Source: an optimization exercise on an open RTL-to-GDS flow (aim: small area, a short achievable clock period and few clock cycles per item). Production flows keep margins and buffers that such runs may drop. At most, simulation tests tie the RTL to the original design; equivalence was not proved. Power and IR drop assume default switching activity.

## the reference run
==> flow/design.v <==
`default_nettype none
package ssmt_pkg;
  localparam int unsigned OP_W           = 2;
  localparam int unsigned VALUE_W        = 16;
  localparam int unsigned COUNT_W        = 5;
  localparam int unsigned DEF_CAPACITY   = 16;
  localparam int unsigned DEF_ELEM_WIDTH = 16;
  typedef enum logic [OP_W-1:0] {
    OP_INSERT = 2'd0,
    OP_DELETE = 2'd1,
    OP_QUERY  = 2'd2,
    OP_CLEAR  = 2'd3
  } ssmt_op_e;
  typedef struct packed {
    logic ins_en;
    logic del_en;
  } ssmt_ctl_t;
endpackage
`default_nettype wire
`default_nettype none
module ssmt_cell #(
  parameter int unsigned ELEM_WIDTH = ssmt_pkg::DEF_ELEM_WIDTH
) (
  input  wire logic                   clk_i,
  input  wire logic                   we_i,      
  input  wire logic [ELEM_WIDTH-1:0]  wdata_i,   
  input  wire logic [ELEM_WIDTH-1:0]  cmp_i,     
  output logic                        match_o    
);
  logic [ELEM_WIDTH-1:0] entry_q;
  assign match_o = (entry_q == cmp_i);
  always_ff @(posedge clk_i) begin
    if (we_i) begin
      entry_q <= wdata_i;
    end
  end
endmodule
`default_nettype wire
`default_nettype none
module small_set_membership_table #(
  parameter int unsigned CAPACITY   = ssmt_pkg::DEF_CAPACITY,
  parameter int unsigned ELEM_WIDTH = ssmt_pkg::DEF_ELEM_WIDTH
) (
  input  wire logic                          clk_i,
  input  wire logic                          rst_ni,
  input  wire logic                          start_i,
  output logic                               busy_o,
  input  wire logic [ssmt_pkg::OP_W-1:0]     op_i,
  input  wire logic [ssmt_pkg::VALUE_W-1:0]  value_i,
  output logic                               valid_o,
  output logic                               was_member_o,
  output logic [ssmt_pkg::COUNT_W-1:0]       count_o,
  output logic                               empty_res_o,
  output logic                               full_res_o,
  output logic                               rejected_o
);
  localparam int unsigned CNT_W = $clog2(CAPACITY + 1);
  logic                      x_vld_q;
  logic [ssmt_pkg::OP_W-1:0] x_op_q;
  logic [ELEM_WIDTH-1:0]     x_val_q;
  logic                      y_vld_q;
  logic [ssmt_pkg::OP_W-1:0] y_op_q;
  logic [ELEM_WIDTH-1:0]     y_val_q;
  logic [CAPACITY-1:0]       y_raw_q;        
  logic [CAPACITY-1:0]       y_wslot_q;      
  logic                      y_weq_q;        
  logic                      y_same_q;       
  logic                      u_vld_q;
  logic [ssmt_pkg::OP_W-1:0] u_op_q;
  logic [ELEM_WIDTH-1:0]     u_val_q;
  logic [CAPACITY-1:0]       u_match_q, u_match_d;
  logic                      u_pre_q;        
  logic                      u_same_q;       
  logic                      u_post_q;       
  logic [CAPACITY-1:0]     valid_q, valid_d;
  logic [CNT_W-1:0]        count_q, count_d;
  logic                    full_q;           
  logic [CAPACITY-1:0]     free_q, free_d;   
  logic [CAPACITY-1:0]     raw_match;
  logic                    valid_res_q;
  logic                    was_q, empty_q, full_res_q, rej_q;
  logic [ssmt_pkg::COUNT_W-1:0] cnt_res_q;
  assign busy_o = 1'b0;
  function automatic logic [CAPACITY-1:0] lowest_free(input logic [CAPACITY-1:0] used);
    logic seen;
    seen = 1'b0;
    for (int i = 0; i < CAPACITY; i++) begin
      lowest_free[i] = !used[i] && !seen;
      seen           = seen || !used[i];
    end
  endfunction
  always_ff @(posedge clk_i or negedge rst_ni) begin
    if (!rst_ni) begin
      x_vld_q <= 1'b0;
    end else begin
      x_vld_q <= start_i;
    end
  end
  always_ff @(posedge clk_i) begin
    x_op_q  <= op_i;
    x_val_q <= ELEM_WIDTH'(value_i);
  end
  for (genvar i = 0; i < CAPACITY; i++) begin : g_cell
    ssmt_cell #(
      .ELEM_WIDTH(ELEM_WIDTH)
    ) u_cell (
      .clk_i  (clk_i),
      .we_i   (free_q[i]),
      .wdata_i(u_val_q),
      .cmp_i  (x_val_q),
      .match_o(raw_match[i])
    );
  end
  always_ff @(posedge clk_i or negedge rst_ni) begin
    if (!rst_ni) begin
      y_vld_q <= 1'b0;
    end else begin
      y_vld_q <= x_vld_q;
    end
  end
  always_ff @(posedge clk_i) begin
    y_op_q    <= x_op_q;
    y_val_q   <= x_val_q;
    y_raw_q   <= raw_match;
    y_wslot_q <= free_q;
    y_weq_q   <= x_val_q == u_val_q;
    y_same_q  <= (x_val_q == y_val_q) && y_vld_q;
  end
  logic [CAPACITY-1:0] y_match;    
  assign y_match   = (y_wslot_q & {CAPACITY{y_weq_q}}) | (~y_wslot_q & y_raw_q);
  assign u_match_d = (free_q & {CAPACITY{y_same_q}}) | (~free_q & y_match);
  always_ff @(posedge clk_i or negedge rst_ni) begin
    if (!rst_ni) begin
      u_vld_q <= 1'b0;
    end else begin
      u_vld_q <= y_vld_q;
    end
  end
  always_ff @(posedge clk_i) begin
    u_op_q    <= y_op_q;
    u_val_q   <= y_val_q;
    u_match_q <= u_match_d;
    u_pre_q   <= |(y_match & valid_q) && !(u_vld_q && (u_op_q == ssmt_pkg::OP_CLEAR));
    u_same_q  <= y_same_q;
  end
  logic [CAPACITY-1:0] hit;
  logic                member;
  logic                is_ins, is_del, is_qry, is_clr;
  logic                rej_d;
  logic                ins_ok;
  logic                del_ok;
  logic                post_d;
  assign is_ins   = u_vld_q && (u_op_q == ssmt_pkg::OP_INSERT);
  assign is_del   = u_vld_q && (u_op_q == ssmt_pkg::OP_DELETE);
  assign is_qry   = u_vld_q && (u_op_q == ssmt_pkg::OP_QUERY);
  assign is_clr   = u_vld_q && (u_op_q == ssmt_pkg::OP_CLEAR);
  assign hit      = u_match_q & valid_q;
  assign member   = u_same_q ? u_post_q : u_pre_q;
  assign ins_ok   = is_ins && !full_q && !member;
  assign del_ok   = is_del && member;
  assign rej_d    = is_ins && full_q && !member;
  assign post_d   = (is_ins && !(full_q && !member)) || (is_qry && member);
  logic [CNT_W-1:0]    cnt_inc, cnt_dec;
  logic [CAPACITY-1:0] free_ins, free_del;
  logic                empty_d, full_d;
  assign cnt_inc  = count_q + CNT_W'(1);
  assign cnt_dec  = count_q - CNT_W'(1);
  assign free_ins = lowest_free(valid_q | free_q);
  assign free_del = lowest_free(valid_q & ~hit);
  always_comb begin
    valid_d = valid_q;
    count_d = count_q;
    free_d  = free_q;
    empty_d = count_q == '0;
    full_d  = full_q;
    if (is_clr) begin
      valid_d = '0;
      count_d = '0;
      free_d  = CAPACITY'(1);
      empty_d = 1'b1;
      full_d  = 1'b0;
    end else if (ins_ok) begin
      valid_d = valid_q | free_q;
      count_d = cnt_inc;
      free_d  = free_ins;
      empty_d = 1'b0;
      full_d  = count_q == CNT_W'(CAPACITY - 1);
    end else if (del_ok) begin
      valid_d = valid_q & ~hit;
      count_d = cnt_dec;
      free_d  = free_del;
      empty_d = count_q == CNT_W'(1);
      full_d  = 1'b0;
    end
  end
  always_ff @(posedge clk_i or negedge rst_ni) begin
    if (!rst_ni) begin
      valid_q     <= '0;
      count_q     <= '0;
      full_q      <= 1'b0;
      free_q      <= CAPACITY'(1);
      valid_res_q <= 1'b0;
    end else begin
      valid_q     <= valid_d;
      count_q     <= count_d;
      full_q      <= full_d;
      free_q      <= free_d;
      valid_res_q <= u_vld_q;
    end
  end
  always_ff @(posedge clk_i) begin
    u_post_q <= post_d;
  end
  always_ff @(posedge clk_i) begin
    was_q      <= member;
    cnt_res_q  <= ssmt_pkg::COUNT_W'(count_d);
    empty_q    <= empty_d;
    full_res_q <= full_d;
    rej_q      <= rej_d;
  end
  assign valid_o      = valid_res_q;
  assign was_member_o = was_q;
  assign count_o      = cnt_res_q;
  assign empty_res_o  = empty_q;
  assign full_res_o   = full_res_q;
  assign rejected_o   = rej_q;
endmodule
`default_nettype wire
clock: 4.0 ns
lec_check: 0
cap_margin: 20
core_margin: 2
core_utilization: 40
cts_cluster_diameter: 100
cts_cluster_size: 24
setup_slack_margin: 2.15
slew_margin: 20
run.sh (not shown) runs the stock make flow with config.mk's settings and CLKGATE_MAP_FILE= SYNTH_SCRIPT=/design/flow/synth_recipe.tcl, a recipe that flattens the netlist after the stock synthesis.
The following lists how the trial run was set up differently from the reference run:
diff --git a/flow/design.v b/flow/design.v
--- a/flow/design.v
+++ b/flow/design.v
@@ -72,10 +72,11 @@
   logic                      u_pre_q;        
   logic                      u_same_q;       
   logic                      u_post_q;       
+  logic                    init_q;
   logic [CAPACITY-1:0]     valid_q, valid_d;
   logic [CNT_W-1:0]        count_q, count_d;
-  logic                    full_q;           
-  logic [CAPACITY-1:0]     free_q, free_d;   
+  logic                    full_now;         
+  logic [CAPACITY-1:0]     free;             
   logic [CAPACITY-1:0]     raw_match;
   logic                    valid_res_q;
   logic                    was_q, empty_q, full_res_q, rej_q;
@@ -89,6 +90,7 @@
       seen           = seen || !used[i];
     end
   endfunction
+  assign free = lowest_free(valid_q);
   always_ff @(posedge clk_i or negedge rst_ni) begin
     if (!rst_ni) begin
       x_vld_q <= 1'b0;
@@ -105,7 +107,7 @@
       .ELEM_WIDTH(ELEM_WIDTH)
     ) u_cell (
       .clk_i  (clk_i),
-      .we_i   (free_q[i]),
+      .we_i   (free[i]),
       .wdata_i(u_val_q),
       .cmp_i  (x_val_q),
       .match_o(raw_match[i])
@@ -122,13 +124,13 @@
     y_op_q    <= x_op_q;
     y_val_q   <= x_val_q;
     y_raw_q   <= raw_match;
-    y_wslot_q <= free_q;
+    y_wslot_q <= free;
     y_weq_q   <= x_val_q == u_val_q;
     y_same_q  <= (x_val_q == y_val_q) && y_vld_q;
   end
   logic [CAPACITY-1:0] y_match;    
   assign y_match   = (y_wslot_q & {CAPACITY{y_weq_q}}) | (~y_wslot_q & y_raw_q);
-  assign u_match_d = (free_q & {CAPACITY{y_same_q}}) | (~free_q & y_match);
+  assign u_match_d = (free & {CAPACITY{y_same_q}}) | (~free & y_match);
   always_ff @(posedge clk_i or negedge rst_ni) begin
     if (!rst_ni) begin
       u_vld_q <= 1'b0;
@@ -147,6 +149,7 @@
   logic                member;
   logic                is_ins, is_del, is_qry, is_clr;
   logic                rej_d;
+  logic                empty_set;
   logic                ins_ok;
   logic                del_ok;
   logic                post_d;
@@ -154,59 +157,52 @@
   assign is_del   = u_vld_q && (u_op_q == ssmt_pkg::OP_DELETE);
   assign is_qry   = u_vld_q && (u_op_q == ssmt_pkg::OP_QUERY);
   assign is_clr   = u_vld_q && (u_op_q == ssmt_pkg::OP_CLEAR);
+  assign empty_set = is_clr || !init_q;
+  assign full_now   = count_q[CNT_W-1];
   assign hit      = u_match_q & valid_q;
   assign member   = u_same_q ? u_post_q : u_pre_q;
-  assign ins_ok   = is_ins && !full_q && !member;
+  assign ins_ok   = is_ins && !full_now && !member;
   assign del_ok   = is_del && member;
-  assign rej_d    = is_ins && full_q && !member;
-  assign post_d   = (is_ins && !(full_q && !member)) || (is_qry && member);
+  assign rej_d    = is_ins && full_now && !member;
+  assign post_d   = (is_ins && !(full_now && !member)) || (is_qry && member);
   logic [CNT_W-1:0]    cnt_inc, cnt_dec;
-  logic [CAPACITY-1:0] free_ins, free_del;
   logic                empty_d, full_d;
   assign cnt_inc  = count_q + CNT_W'(1);
   assign cnt_dec  = count_q - CNT_W'(1);
-  assign free_ins = lowest_free(valid_q | free_q);
-  assign free_del = lowest_free(valid_q & ~hit);
   always_comb begin
     valid_d = valid_q;
     count_d = count_q;
-    free_d  = free_q;
     empty_d = count_q == '0;
-    full_d  = full_q;
-    if (is_clr) begin
+    full_d  = full_now;
+    if (empty_set) begin
       valid_d = '0;
       count_d = '0;
-      free_d  = CAPACITY'(1);
       empty_d = 1'b1;
       full_d  = 1'b0;
     end else if (ins_ok) begin
-      valid_d = valid_q | free_q;
+      valid_d = valid_q | free;
       count_d = cnt_inc;
-      free_d  = free_ins;
       empty_d = 1'b0;
       full_d  = count_q == CNT_W'(CAPACITY - 1);
     end else if (del_ok) begin
       valid_d = valid_q & ~hit;
       count_d = cnt_dec;
-      free_d  = free_del;
       empty_d = count_q == CNT_W'(1);
       full_d  = 1'b0;
     end
   end
   always_ff @(posedge clk_i or negedge rst_ni) begin
     if (!rst_ni) begin
-      valid_q     <= '0;
-      count_q     <= '0;
-      full_q      <= 1'b0;
-      free_q      <= CAPACITY'(1);
+      init_q      <= 1'b0;
       valid_res_q <= 1'b0;
     end else begin
-      valid_q     <= valid_d;
-      count_q     <= count_d;
-      full_q      <= full_d;
-      free_q      <= free_d;
+      init_q      <= 1'b1;
       valid_res_q <= u_vld_q;
     end
+  end
+  always_ff @(posedge clk_i) begin
+    valid_q <= valid_d;
+    count_q <= count_d;
   end
   always_ff @(posedge clk_i) begin
     u_post_q <= post_d;
### Flow results
- For the number of flip-flops and latches, the trial run came in 5.1% lower than the reference run did.
- The trial run vs. the reference run: minimum clock period after layout went up by 0.0089 ns.
- The lower part of the power in the clock network came out of the reference run.
- Comparing compound-gate portion of the synthesized area for the reference run and the trial run, the smaller number came from the trial run.
- Least setup slack across all paths after layout, the reference run and the trial run, higher one = the reference run.
- Cmp the reference run and the trial run / arrival time of data at the critical path endpoint / higher: the reference run
- Non-clock buffer count of the trial run exceeds that of the reference run by more than 10%.
Testbench counts of the trial run, summed over its fixed seeds: cycles 32,032, items 32,000.
No functional check of the RTL was part of the reference run.

[port drivers added, routing unchanged]
No port has a modelled driver above. Below, the same layouts with a new extraction and two added sets of constraints. Step 1 sets driving cells, clkbuf_16 on the clock port and buf_2 on the other inputs (assumed; they add their load-dependent delay and slew). Step 2 times the ports against the registers' clock, not the clock port: input delays grow and output delays shrink by t, the midpoint of the rising clock arrivals with the driver on. Slacks: ideal / step 1 / step 2; pairs: ideal / step 1.
| run | shift t [ns] | setup slack, ns | worst setup path at the end | slew at the worst register clock pin (ns) | pins driven straight from the clock port |
|---|---|---|---|---|---|
| the reference run | 0.574 | 2.159 / 2.127 / 2.159 | register to register | 0.10 / 0.10 | 1 |
| the trial run | 0.583 | 2.150 / 2.098 / 2.204 | register to register | 0.10 / 0.10 | 1 |
After both steps every run listed still meets setup and hold.
